Context: an optimization exercise on an open-source flow, tuned for small area. The choices shown serve that exercise and are no tape-out recipe.
Only simulation tests tie the RTL to the original design; equivalence was not proved.
Power and IR drop assume default switching activity.

File: flow/run.sh
#!/bin/bash
# synth_recipe.tcl (not shown) runs the flow's synth.tcl, then flattens the netlist and writes it again
# the make line also repeats each setting of config.mk as NAME=value (left out here)
make -C /OpenROAD-flow-scripts/flow DESIGN_CONFIG=/design/flow/config.mk WORK_HOME=/design/flow/orfs CLKGATE_MAP_FILE= SYNTH_SCRIPT=/design/flow/synth_recipe.tcl finish
File: flow/config.mk
export PLATFORM = sky130hd
export DESIGN_NAME = bp_gshare_predictor
export DESIGN_NICKNAME = bp_gshare_predictor
export VERILOG_FILES = /design/flow/design.v
export SDC_FILE = /design/flow/constraint.sdc
export NUM_CORES = 4
export LEC_CHECK = 0
export CAP_MARGIN = 20
export CORE_MARGIN = 2
export CORE_UTILIZATION = 30
export SLEW_MARGIN = 20
File: flow/constraint.sdc
create_clock -name core_clock -period 8.0 [get_ports {clk}]
set_input_delay 1.6000 -clock core_clock [delete_from_list [all_inputs] [get_ports {clk}]]
set_output_delay 1.6000 -clock core_clock [all_outputs]
set_load 0.01 [all_outputs]
File: flow/design.v
module bp_counter_table
#(
    parameter int NUM_ENTRIES = 1024,
    parameter int CTR_BITS    = 2,
    parameter int IDX_BITS    = $clog2(NUM_ENTRIES)
) (
    input  logic                clk,
    input  logic                rst_b,
    input  logic [IDX_BITS-1:0] i_rd_idx,
    output logic [CTR_BITS-1:0] o_rd_ctr,
    input  logic                i_wr_en,
    input  logic [IDX_BITS-1:0] i_wr_idx,
    input  logic                i_wr_taken
);
    localparam logic [CTR_BITS-1:0] CTR_RST = {1'b0, {(CTR_BITS-1){1'b1}}};
    localparam logic [CTR_BITS-1:0] CTR_MAX = {CTR_BITS{1'b1}};
    localparam logic [CTR_BITS-1:0] CTR_MIN = {CTR_BITS{1'b0}};
    localparam logic [CTR_BITS-1:0] CTR_ONE = {{(CTR_BITS-1){1'b0}}, 1'b1};
    logic [CTR_BITS-1:0] r_mem [NUM_ENTRIES];
    logic [CTR_BITS-1:0] w_wr_cur;
    logic [CTR_BITS-1:0] w_wr_next;
    logic                w_bypass;
    assign w_wr_cur  = r_mem[i_wr_idx];
    assign w_wr_next = i_wr_taken ? ((w_wr_cur == CTR_MAX) ? CTR_MAX : w_wr_cur + CTR_ONE)
                                  : ((w_wr_cur == CTR_MIN) ? CTR_MIN : w_wr_cur - CTR_ONE);
    assign w_bypass = i_wr_en && (i_wr_idx == i_rd_idx);
    assign o_rd_ctr = w_bypass ? w_wr_next : r_mem[i_rd_idx];
    always_ff @(posedge clk or negedge rst_b) begin
        if (!rst_b) begin
            for (int i = 0; i < NUM_ENTRIES; i++) begin
                r_mem[i] <= CTR_RST;
            end
        end else if (i_wr_en) begin
            r_mem[i_wr_idx] <= w_wr_next;
        end
    end
endmodule
module bp_gshare_predictor
#(
    parameter  int NUM_ENTRIES   = 256,
    parameter  int CTR_BITS      = 2,
    parameter  int GHR_BITS      = 8,
    parameter  int GSHARE        = 1,
    parameter  int MISS_CNT_BITS = 16,
    localparam int IDX_BITS      = $clog2(NUM_ENTRIES)
) (
    input  logic                     clk,
    input  logic                     rst_b,
    input  logic                     pred_valid,
    input  logic [IDX_BITS+1:2]      pred_addr,
    output logic                     pred_resp_valid,
    output logic                     pred_taken,
    output logic [IDX_BITS-1:0]      pred_index,
    input  logic                     upd_valid,
    input  logic [IDX_BITS-1:0]      upd_index,
    input  logic                     upd_taken,
    input  logic                     upd_pred,
    output logic [GHR_BITS-1:0]      ghr,
    output logic [MISS_CNT_BITS-1:0] miss_count
);
    logic [GHR_BITS-1:0]      r_ghr;
    logic [MISS_CNT_BITS-1:0] r_miss;
    logic                     r_resp_valid;
    logic                     r_taken;
    logic [IDX_BITS-1:0]      r_index;
    logic [IDX_BITS-1:0]      w_pred_idx;
    logic [CTR_BITS-1:0]      w_pred_ctr;
    logic                     w_mispredict;
    logic [31:0]              w_addr_ext;
    logic [31:0]              w_hist_ext;
    logic [31:0]              w_hash;
    assign w_addr_ext = pred_addr;
    assign w_hist_ext = (GSHARE != 0) ? r_ghr : '0;
    assign w_hash     = w_addr_ext ^ w_hist_ext;
    assign w_pred_idx = w_hash[IDX_BITS-1:0];
    bp_counter_table #(
        .NUM_ENTRIES (NUM_ENTRIES),
        .CTR_BITS    (CTR_BITS),
        .IDX_BITS    (IDX_BITS)
    ) u_table (
        .clk        (clk),
        .rst_b      (rst_b),
        .i_rd_idx   (w_pred_idx),
        .o_rd_ctr   (w_pred_ctr),
        .i_wr_en    (upd_valid),
        .i_wr_idx   (upd_index),
        .i_wr_taken (upd_taken)
    );
    assign w_mispredict = upd_valid && (upd_taken != upd_pred);
    always_ff @(posedge clk or negedge rst_b) begin
        if (!rst_b) begin
            r_resp_valid <= 1'b0;
            r_taken      <= 1'b0;
            r_index      <= '0;
        end else begin
            r_resp_valid <= pred_valid;
            if (pred_valid) begin
                r_taken <= w_pred_ctr[CTR_BITS-1];
                r_index <= w_pred_idx;
            end
        end
    end
    always_ff @(posedge clk or negedge rst_b) begin
        if (!rst_b) begin
            r_ghr <= '0;
        end else if (upd_valid) begin
            r_ghr <= GHR_BITS'({r_ghr, upd_taken});
        end
    end
    always_ff @(posedge clk or negedge rst_b) begin
        if (!rst_b) begin
            r_miss <= '0;
        end else if (w_mispredict && (r_miss != '1)) begin
            r_miss <= r_miss + MISS_CNT_BITS'(1);
        end
    end
    assign pred_resp_valid = r_resp_valid;
    assign pred_taken      = r_taken;
    assign pred_index      = r_index;
    assign ghr             = r_ghr;
    assign miss_count      = r_miss;
endmodule
==> impl_results.md <==
- Rel. slew slack: 11.98%
- Layout cells sized above 1: 38.26%
- VDD IR max: 0.1840 mV
- Max Slew Vio Count: 0
- Top achievable clock speed: 157.6 MHz
- CP Launch Type: input port
- PD cells: 224.7 nW/µm²
- Finished Layout Cells: 4413
- Site Rows: 117
- Die extent in y: 323.7 µm
- Global-route congestion overflow total: 0
- Unrepaired setup endpoints after global routing: false
- Hold Path Origin: r_miss[12]
- Tmin final: 6.345 ns
- Setup ws final: 1.655 ns
- Slowest cell on the critical path: buf_2
- Area contributors post-synth: dfrtp_1, dfstp_2, mux2_2
- Unique masters post-synth: 76
- Setup WS pre-CTS: 1.424 ns
- Post-DP HPWL: 142900 µm
- Worst setup EP type: flip-flop
- Seq cells post-synth: 546
- Initial antenna violation count: 23
- Clock skew: 0.03225 ns
- Worst EP arrival: 6.87 ns
- Max Buffers Root-to-Sink: 3
- Count of maximum capacitance violations: 0
- Resized Gates After CTS: 0
- FF-to-FF path depth: 11
- Synthesis Warnings: 3
- Post-synthesis instance area: 30660 µm²
- CTS buffer count: 67
- Postcts setup bufs: 0
- Final period utilization: 79.31%
- EDFF count, synth: 0
- First-pass GRT wire length: 258600 µm
- Post-synth top area share: 23.67%
- Drt first pass iters: 6
- FILL cells: 10320
- Via-per-instance ratio: 6.655
- R2R Setup Slk: 3.43 ns
- Hold depth: 1
- Synth cell count leaders: mux2_2, nand2_1, dfrtp_1, dfstp_2, nand3_1
- Sequential element share of the synthesized area: 45.61%
- Post-route DRC: 0
- Synth area leader: dfrtp_1
- Routed wire length: 193600 µm
- Initial core utilization: 30.18%
- Area growth, synth to finish: 17.77%
- Via count: 29370
- H-tree depth: 3
- CP most frequent cell: buf_4
- Worst Setup SP: upd_index[6]
- Critical path required time: 8.53 ns
- LEAKAGE: 14.33 nW
- Count leader, synth: mux2_2
- Die area: 104800 µm²
- Crit path largest cell delay: 0.65 ns
- Post-synth net total: 2994
- Dpl cells: 4283
- Chip width: 323.7 µm
- Clock sink count: 546
- Cells after Synth: 2971
- # port buffers: 55
- Routed wire per std cell: 43.86 µm
- Main flop type after synthesis: dfrtp_1
- Largest net degree at the start of global routing: 149
- Endpoints failing setup: 0
- Critical path class: in2reg
- TritonCTS clock tree: yes
- Slew of the pin with the lowest slew margin: 1.320 ns
- Final hold vios: 0
- Routed Antenna Nets: 0
- Core area: 101600 µm²
- Post-CTS Hold Buffers: 0
- Ys async rst share: 100.0%
- CP Cell Sequence: buf_2 > buf_4 > buf_4 > nor4bb_4 > buf_4 > a22oi_1 > o22ai_1 > nor4_1 > buf_4 > nand4_1 > nor4_1 > buf_4 > nand3_1 > o21a_1 > maj3_4 > buf_12 > mux2_2
- Status: complete, no violations
- CP max FO: 98
- Vias in the first global route: 27910
- Clock slew at reported path FFs: 0.06 ns
- Setup_tns: 0 ns
- Post-synthesis area per instance: 10.32 µm²
- Worst-skew pair later-pin latency: 0.67 ns
- Worst Hold Slack: 0.5020 ns
- DRT iter0 DRCs: 5116
- Layout Nets: 3008
- Routability cong.: 1.080
- Reg-to-reg startpoint: u_table.r_mem[35][1]
- Worst Hold Class: reg2reg
- Boundary Pins: 56
- Root buf cell: clkbuf_16
- All-Layer GR Usage: 36.57%
-- placed cells by master, fill, tap and decap left out, types with 10 or more instances in the layout --
cell / instances
buf_4: 165
nor2b_1: 16
and2_1: 24
a22oi_1: 149
buf_2: 10
nand2_1: 369
mux2i_1: 22
o22ai_1: 70
a21oi_1: 81
clkdlybuf4s50_1: 45
nor3_1: 36
dfrtp_1: 290
clkbuf_8: 13
clkbuf_1: 21
nand3_1: 211
a222oi_1: 21
nor4_1: 34
nor2_1: 72
nand4_1: 74
buf_12: 20
mux2_2: 534
xnor2_1: 17
o21ai_0: 53
a31oi_1: 34
o211ai_1: 21
or4_1: 13
a211oi_1: 13
nor4bb_4: 11
nor4_2: 25
dfstp_2: 256
clkbuf_16: 68
a22o_1: 27
a221oi_1: 13
and3_1: 13
a32oi_1: 24
-- cell families after synthesis --
group | synth area share [%]
mux | 20.33
xor+xnor | 1.143
compound gates | 13.04
flops | 45.61
fa+ha+maj | 0.1143
buf+inv | 4.122
simple gates | 15.64
-- state kept, by name, indices dropped and copies added (netlist names) --
name,flops
r_ghr,8
r_miss,16
r_index,8
r_taken,1
r_resp_valid,1
u_table.r_mem,512
-- power by group --
group          switching, mW  total [mW]  leakage [nW]  internal, mW
combinational           1.38        1.90          6.65         0.523
clock                   1.31        3.05          1.05          1.74
sequential             0.193        3.16          6.62          2.96
total                   2.88        8.11          14.3          5.23
-- worst max-delay path, delay by kind of cell --
family	cells	cell delay, ns
AOI/OAI and AO/OA	3	0.82
adders and majority gates	1	0.40
buffers and inverters	7	2.27
muxes	1	0.42
and+or+nand+nor	5	1.12
-- cell type report --
class | instances | area (µm²) | area share [%]
inverter | 6 | 22.52 | 0.06238
sequential | 546 | 13980 | 38.73
clock buffer | 102 | 1959 | 5.427
clock inverter | 19 | 182.7 | 0.5060
timing repair buffer | 241 | 2155 | 5.968
antenna | 8 | 20.02 | 0.05545
tap | 1368 | 1712 | 4.741
multi-input combinational | 2123 | 16070 | 44.51
-- through the flow --
step	util, %	total power, mW	cell area (µm²)
2_1_floorplan	-	3.947	30660
3_3_place_gp	33.38	4.985	33920
3_5_place_dp	33.38	4.987	33920
4_1_cts	35.49	8.032	36060
5_1_grt	35.52	8.278	36080
6_report	35.54	8.112	36100
-- metal layers --
metal / track usage [%] / up-vias / routed length (µm)
met2: 51.92 / 2233 / 78810
met1: 47.88 / 15250 / 77500
li1: - / 11250 / -
met4: 23.64 / 24 / 15470
met3: 11.30 / 615 / 21630
met5: 0 / - / 169
-- path summary, 6_finish.rpt --
kind,end
worst max-delay path,u_table.r_mem[211][1]
min in group asynchronous,u_table.r_mem[33][1]
max in group asynchronous,u_table.r_mem[98][1]
worst min-delay path,r_miss[12]
worst max register to register,u_table.r_mem[211][1]
worst min register to register,r_miss[12]

==> afterwards: timing with drivers on the ports <==
Ports are ideal in the flow. The routed layout listed here was re-timed in OpenROAD. Step 1 sets driving cells, clkbuf_16 on the clock port and buf_2 on the other inputs (assumed; they add their load-dependent delay and slew). Step 2 adds t to the input delays and takes it off the output delays; t is the mean of the earliest and latest rising clock arrival at the registers after step 1. Input paths then give back, and output paths get back, about the clock's delay inside the block. Slacks: ideal ports / drivers / drivers and shift; pairs: ideal ports / drivers.
t (ns): 0.716
slack for setup (ns): 1.655 / 1.697 / 0.981
worst setup path after step 2: input to register
worst register clock-pin slew, ns: 0.07 / 0.07
worst slew at a driven data input, ns: 0.06
After both steps setup and hold are still met in this run. For this run, drivers alone change the setup slack by +0.042 ns; drivers and shift together by -0.674 ns.
